Background: an optimization exercise with open tools, aiming at small area, a short achievable clock period and few clock cycles. Do not read the settings as production practice. In this exercise RTL edits were held to simulation tests only and were not proved equivalent to the original. Power figures rest on the tool's default switching activity, not on a simulated workload.

==> flow/design.v, too long to show whole: its modules and the start of the top module <==
// module matrix_bram: 27 lines
// module systolic_pe: 13 lines
// module dot4_csa: 4280 lines
// module tile_sequencer: 20 lines
// module result_buffer: 45 lines
// module matmul_top: 61 lines
module matmul_top
#(
    parameter  int BLOCK   = 4,
    parameter  int INNER   = 4,
    parameter  int A_ROWS  = 8,      
    parameter  int B_COLS  = 8,      
    localparam int A_DEPTH = (A_ROWS / BLOCK) * INNER,
    localparam int B_DEPTH = (B_COLS / BLOCK) * INNER,
    localparam int A_AW    = (A_DEPTH > 1) ? $clog2(A_DEPTH) : 1,
    localparam int B_AW    = (B_DEPTH > 1) ? $clog2(B_DEPTH) : 1,
    localparam int R_AW    = (A_ROWS * B_COLS > 1) ? $clog2(A_ROWS * B_COLS) : 1
) (
    input  logic              clk,
    input  logic              rst_n,
    input  logic              a_we,
    input  logic [A_AW-1:0]   a_addr,      
    input  logic [BLOCK-1:0][ELEM_W-1:0]  a_data,
    input  logic              b_we,
    input  logic [B_AW-1:0]   b_addr,      
    input  logic [BLOCK-1:0][ELEM_W-1:0]  b_data,
    input  logic              start,
    output logic              busy,
    output logic              done,
    input  logic [R_AW-1:0]   res_addr,
    output logic signed [ELEM_W-1:0]             res_data
);
  // ...
==> flow/run.sh <==
#!/bin/bash
# synth_recipe.tcl (not shown) runs the flow's synth.tcl, then flattens the netlist and writes it again
# the make line also repeats each setting of config.mk as NAME=value (left out here)
make -C /OpenROAD-flow-scripts/flow DESIGN_CONFIG=/design/flow/config.mk WORK_HOME=/design/flow/orfs CLKGATE_MAP_FILE= SYNTH_SCRIPT=/design/flow/synth_recipe.tcl finish
==> flow/config.mk <==
export PLATFORM = sky130hd
export DESIGN_NAME = matmul_top
export DESIGN_NICKNAME = matmul_top
export VERILOG_FILES = /design/flow/design.v
export SDC_FILE = /design/flow/constraint.sdc
export NUM_CORES = 4
export LEC_CHECK = 0
export CAP_MARGIN = 20
export CORE_MARGIN = 2
export CORE_UTILIZATION = 55
export CTS_CLUSTER_SIZE = 30
export SETUP_SLACK_MARGIN = 3.6
export SLEW_MARGIN = 20
==> flow/constraint.sdc <==
create_clock -name core_clock -period 10.0 [get_ports {clk}]
set_input_delay 2.0000 -clock core_clock [delete_from_list [all_inputs] [get_ports {clk}]]
set_output_delay 2.0000 -clock core_clock [all_outputs]
set_load 0.01 [all_outputs]
==> results by group, run 1 <==
Detailed routing
  – DR vias: 54.7k
  – Vias/cell: about 6.0
  – ANT nets after route: 0
  – WL/cell: around 29 um
  – # DRC: 0

Layout
  – Most frequent cells in the layout: edfxtp_1, fa_1, inv_1
  – # fillers: between 10k and 15k
  – #MultiIn Comb: 3,020
  – Area growth from synthesis to final layout: 18.3%
  – Inverters: about 470

Power and ir drop
  – P_comb: around 22,000 uW
  – VDD IR max: 0.631 mV
  – Pwr Density: 348 nW/um^2
  – Total sequential power: between 10,000 and 15,000 uW

Timing
  – Final TNS setup: 0 ns
  – Maximum clock rate: roughly 150 MHz

Outcome
  – Status: finished clean

Global route
  – Initial antenna violation count: 17

Yosys
  – Cell area after synthesis: around 100,000 sq um
  – Post-Synthesis Cells: 6,018
  – Synth Area in XOR/XNOR: under 10%
  – Syn nets: approximately 6.8k

Clock tree
  – Post-CTS setup buffer count: between 200 and 300

Setup path
  – CP top delay family: adder cells
  – Critical path startpoint: u_res.u_dot.q_s962

Worst hold path
  – Hold endpoint: a_mem.snap_q[202]
Testbench counts, summed over its fixed seeds: cycles 4,296.
==> run 2: changes to the inputs <==
--- a/flow/config.mk
+++ b/flow/config.mk
@@ -12,2 +12,3 @@
 export SETUP_SLACK_MARGIN = 3.6
 export SLEW_MARGIN = 20
+export SYNTH_HIERARCHICAL = 1
==> run 2 against run 1 <==
Net effect:
- clock-buffer cell count is 2 higher
- worst hold slack worse by 0.00072 ns
- fmax is 0.57% lower
- die area is 1.8% higher
- cell area is 2.0% lower
- sequential share of layout area is 1.1 points higher
- largest power group unchanged
- routed wire length is 0.54% higher
- synthesized cell count is 3.8% higher
- register-to-register slack better by 0.04 ns
- synthesized area is 1.8% higher
==> results by group, run 2 <==
Detailed routing
  – Routed WL: 267 mm (was 265 mm)
  – # DRC: 0 (unchanged)
  – Initial drt markers: 6,267 (was 6,360)
  – Vias/cell: 5.99 (about the same)
  – DRT Pass-1 Iters: 5 (was 6)
  – ANT nets after route: 0 (unchanged)
  – DR vias: 54.1k (was 54.7k)
  – WL/cell: 29.5 um (was 29.0 um)

Worst hold path
  – Class of the worst hold path: reg2reg (unchanged)
  – Hold Startpoint: a_mem.mem[211] (was a_mem.mem[202])
  – Hold endpoint: a_mem.snap_q[211] (was a_mem.snap_q[202])
  – WHS Path Cells: 0 (unchanged)

Yosys
  – Seq/Total Area, Yosys: 63.0% (was 64.1%)
  – Post-synth cell types: 73 (was 87)
  – Ys Warns: 9 (was 3)
  – Most frequent cells after synthesis: edfxtp_1, fa_1, inv_1 (unchanged)
  – Post-synthesis adder-cell area fraction: 11.2% (was 11.4%)
  – Most frequent cell after synthesis: edfxtp_1 (unchanged)
  – Main flop type after synthesis: edfxtp_1 (unchanged)
  – Simple-gate share of the synthesized area: 3.51% (was 3.06%)
  – Synth Area in XOR/XNOR: 4.31% (was 4.30%)
  – Area contributors post-synth: edfxtp_1, fa_1, mux4_2 (unchanged)
  – Post-synth EDFFs: 2,048 (unchanged)
  – Share of the synthesized area in the top cell type: 60.5% (was 61.5%)
  – Syn nets: 6,987 (was 6,759)
  – Area leader, netlist: edfxtp_1 (unchanged)
  – Synthesis-stage register bit count: 2,175 (unchanged)
  – Syn Area/Cell: 16.3 sq um (was 16.6 sq um)
  – Mux cell area share after synthesis: 7.33% (was 8.15%)
  – Async SR Flop Fraction: 0% (unchanged)
  – Post-Synthesis Cells: 6,246 (was 6,018)
  – Largest family of logic cells by synthesized area: adder cells (unchanged)
  – Compound-cell area share of the yosys netlist: 5.67% (was 5.38%)
  – Cell area after synthesis: 102,000 sq um (was 99,900 sq um)

Setup path
  – Reg2Reg Setup Slack: 4.50 ns (was 4.46 ns)
  – Cell depth of the worst setup path: 15 (was 17)
  – WS Path Type: reg2out (unchanged)
  – Critical path required time: 8.00 ns (about the same)
  – Reg-to-Reg End: u_res.u_dot.q_s917 (was u_res.u_dot.q_s893)
  – FF-to-FF Start: b_mem.snap_q[293] (was b_mem.snap_q[39])
  – Critical Path AT: 4.83 ns (was 4.79 ns)
  – Largest stage delay on the critical path: 0.58 ns (about the same)
  – Cell depth of the worst flop-to-flop path: 15 (was 17)
  – Startpoint Class: register (unchanged)
  – Crit path max fanout: 4 (was 7)
  – Critical path cell sequence: fa_1 -> fa_1 -> ha_4 -> a211oi_2 -> o21ai_2 -> a221oi_4 -> buf_12 -> a21oi_4 -> or3_4 -> and4_4 -> or2_4 -> buf_6 -> buf_6 -> a21o_1 -> buf_2 (was fa_1 -> fa_2 -> ha_2 -> inv_2 -> fa_2 -> xor2_2 -> a2111oi_4 -> o2111ai_1 -> nor3_1 -> nand4_1 -> nor3_2 -> xor2_1 -> buf_6 -> buf_12 -> buf_4 -> mux2i_1 -> buf_2)
  – Slowest stage cell, crit path: fa_1 (was fa_2)
  – CP top delay family: adder cells (unchanged)
  – Bufs and invs on worst path: 4 (was 5)
  – CP Capture Type: output pin (unchanged)

Placement
  – Port Buffer Count: 162 (unchanged)
  – Placed instance count: 8,383 (was 8,391)
  – DP Wirelength: 177 mm (about the same)
  – GP Congestion: 0.976 (was 0.944)
  – Setup WS pre-CTS: 1.52 ns (was 1.39 ns)

Die
  – Row count: 157 (was 156)
  – Die height: 434 um (was 430 um)
  – IO Count: 163 (unchanged)
  – Core Footprint: 183,000 sq um (was 181,000 sq um)
  – Die area: 188,000 sq um (was 185,000 sq um)
  – Effective utilization at floorplan: 55.4% (was 55.3%)
  – Chip width: 434 um (was 430 um)

Timing
  – Maximum clock rate: 146 MHz (was 147 MHz)
  – Max-slew violation count: 0 (unchanged)
  – Period utilisation layout: 68.3% (was 67.9%)
  – Worst-margin pin slew: 1.22 ns (was 1.19 ns)
  – Clk_skew: 0.0651 ns (was 0.0412 ns)
  – Endpoints failing setup: 0 (unchanged)
  – Final TNS setup: 0 ns (unchanged)
  – Min cycle time layout: 6.83 ns (was 6.79 ns)
  – Final worst slack: 3.17 ns (was 3.21 ns)
  – Final hold vios: 0 (unchanged)
  – RSZ-0062 raised after global routing: yes (unchanged)
  – Max_slew headroom: 17.9% (was 20.6%)

Clock tree
  – CTS Buf Count: 210 (was 204)
  – Root Driver: clkbuf_16 (unchanged)
  – TritonCTS Sinks: 2,175 (unchanged)
  – Max clock buf depth: 3 (unchanged)
  – CTS clk-pin slew, worst paths: 0.07 ns (was 0.06 ns)
  – TritonCTS clock tree: built (unchanged)
  – Cts hold-fix bufs: 0 (unchanged)
  – # H-tree levels: 4 (unchanged)
  – Latest clock arrival within the worst-skew pair: 0.87 ns (was 0.85 ns)

Power and ir drop
  – Pwr Density: 351 nW/um^2 (was 348 nW/um^2)
  – LEAKAGE: 0.0408 uW (was 0.0413 uW)
  – Tot Pwr: 40,700 uW (was 41,100 uW)
  – VDD IR max: 0.601 mV (was 0.631 mV)

Global route
  – Initial antenna violation count: 17 (unchanged)
  – GRT Overall Usage: 28.5% (was 28.7%)
  – Remaining Overflow, GRT: 0 (unchanged)
  – First-pass GRT wire length: 379 mm (about the same)
  – Largest net degree at the start of global routing: 171 (was 185)
  – Vias in the first global route: 53.2k (was 53.5k)

Layout
  – Commonest non-fill, non-tap cell in the layout: edfxtp_1 (unchanged)
  – Fin cells: 9,022 (was 9,136)
  – Share of layout cells above drive strength 1: 21.8% (was 24.0%)
  – Most frequent cells in the layout: edfxtp_1, fa_1, inv_1 (unchanged)
  – Area growth from synthesis to final layout: 13.9% (was 18.3%)
  – # nets final: 7,117 (was 7,334)

Outcome
  – Status: finished clean (unchanged)

Job
  – Max_cap viols: 0 (unchanged)
-- run 2: changes by cell type after synthesis, moves of 48 or more --
cell	delta
a221oi_1	+134
mux2i_1	-134
xor2_1	+120
mux2_2	+118
o22ai_1	-103
xnor2_1	-103
buf_6	+65
clkbuf_1	+62
a211oi_1	-56
buf_1	+52
buf_4	+48
-- run 2: how the worst max path moves through the flow --
stage                                   from                  to  slack, ns
final                     u_res.u_dot.q_s885         res_data[7]       3.17
after global routing      u_res.u_dot.q_s885         res_data[7]       2.98
after CTS                 u_res.u_dot.q_s882         res_data[7]       3.05
after detailed placement         res_addr[2]  u_res.u_dot.q_s901       1.52
after global placement           res_addr[2]  u_res.u_dot.q_s893       1.58
after floorplan                        start     a_mem.snap_q[0]      -7.71
-- run 2: through the flow --
step,cell area [sq um],hold WS (ns),utilization (%)
after global placement,104000,0.400,56.8
after detailed placement,104000,0.405,56.8
after floorplan,102000,0.400,-
after global routing,116000,0.393,63.2
after CTS,114000,0.379,62.1
final,116000,0.386,63.2
-- run 2: final cells by class --
| cell class | count | area [sq um] |
|---|---|---|
| antenna | 2 | 5.00 |
| clock buffer | 262 | 5520 |
| clock inverter | 130 | 1250 |
| fill | 13300 | 67600 |
| inverter | 464 | 1750 |
| multi-input combinational | 3036 | 35100 |
| sequential | 2175 | 64000 |
| tap | 2464 | 3080 |
| timing repair buffer | 489 | 5150 |
-- run 2: logic make-up after synthesis --
| logic type | Yosys count |
|---|---|
| flip-flops | 2175 |
| XOR/XNOR | 500 |
| AO/OA/AOI/OAI | 763 |
| multiplexers | 409 |
| adder cells (fa/ha/maj) | 596 |
| other | 2 |
| AND/OR/NAND/NOR | 748 |
| buffers and inverters | 1053 |
-- run 2: timing repair --
item | in CTS | in global routing
setup endpoints to repair | 97 | 70
gates resized for setup | 414 | 208
buffers inserted | 110 | 105
pin swaps | 77 | 77
gates cloned | 22 | 8
-- run 2: Yosys stat by module (local to each module, per instance), excerpt --
module          flip-flops and latches  times used  cells
result_buffer                        0           1    253
dot4_csa                           126           1   3471
systolic_pe                          0           1    454
tile_sequencer                       1           1      4
-- run 2: worst reg2reg max path: cells and delay by family, from the launching register on --
family	cells	cell delay [ns]
multiplexers	2	0.89
buffers and inverters	4	0.29
AND/OR/NAND/NOR	2	0.58
flip-flops	1	0.37
adder cells (fa/ha/maj)	6	3.16
AO/OA/AOI/OAI	1	0.05
-- run 2: per-layer routing --
metal	GRT usage, %	share of wire [%]	up-vias
met5	0	0.039	-
li1	-	-	23200
met1	41.5	42	28300
met3	5.12	8.0	458
met2	43.8	46	2163
met4	9.54	3.5	16
-- run 2: report_power, final --
part | internal (uW) | total (uW) | switching [uW]
Sequential | 11000 | 11200 | 229
Clock | 4350 | 7680 | 3330
Combinational | 9250 | 21800 | 12500

[afterwards: timing with drivers on the ports]
The flow's constraints put no driver on any port. The routed layouts listed below were extracted and timed again, unchanged, in two steps.
Step 1, drivers: a clkbuf_16 drives clk and a buf_2 each remaining input, both assumed.
Step 2 moves the port delays by t, midway between the first and last clock arrival at a register: inputs arrive t later, outputs are due t later. That takes back most of the time a late clock gives input paths.
Three values: ideal, step 1, step 2; two values: the first two.
run | t, ns | slack for setup (ns) | cell pins on the clock port's net
run 1 | 0.924 | 3.210 / 3.027 / 2.103 | 1
run 2 | 0.922 | 3.171 / 3.087 / 2.225 | 1
After both steps every run listed still meets setup and hold. The setup slack of run 1, which loses most, moves by -0.183 ns with the drivers and by -1.107 ns with both steps.
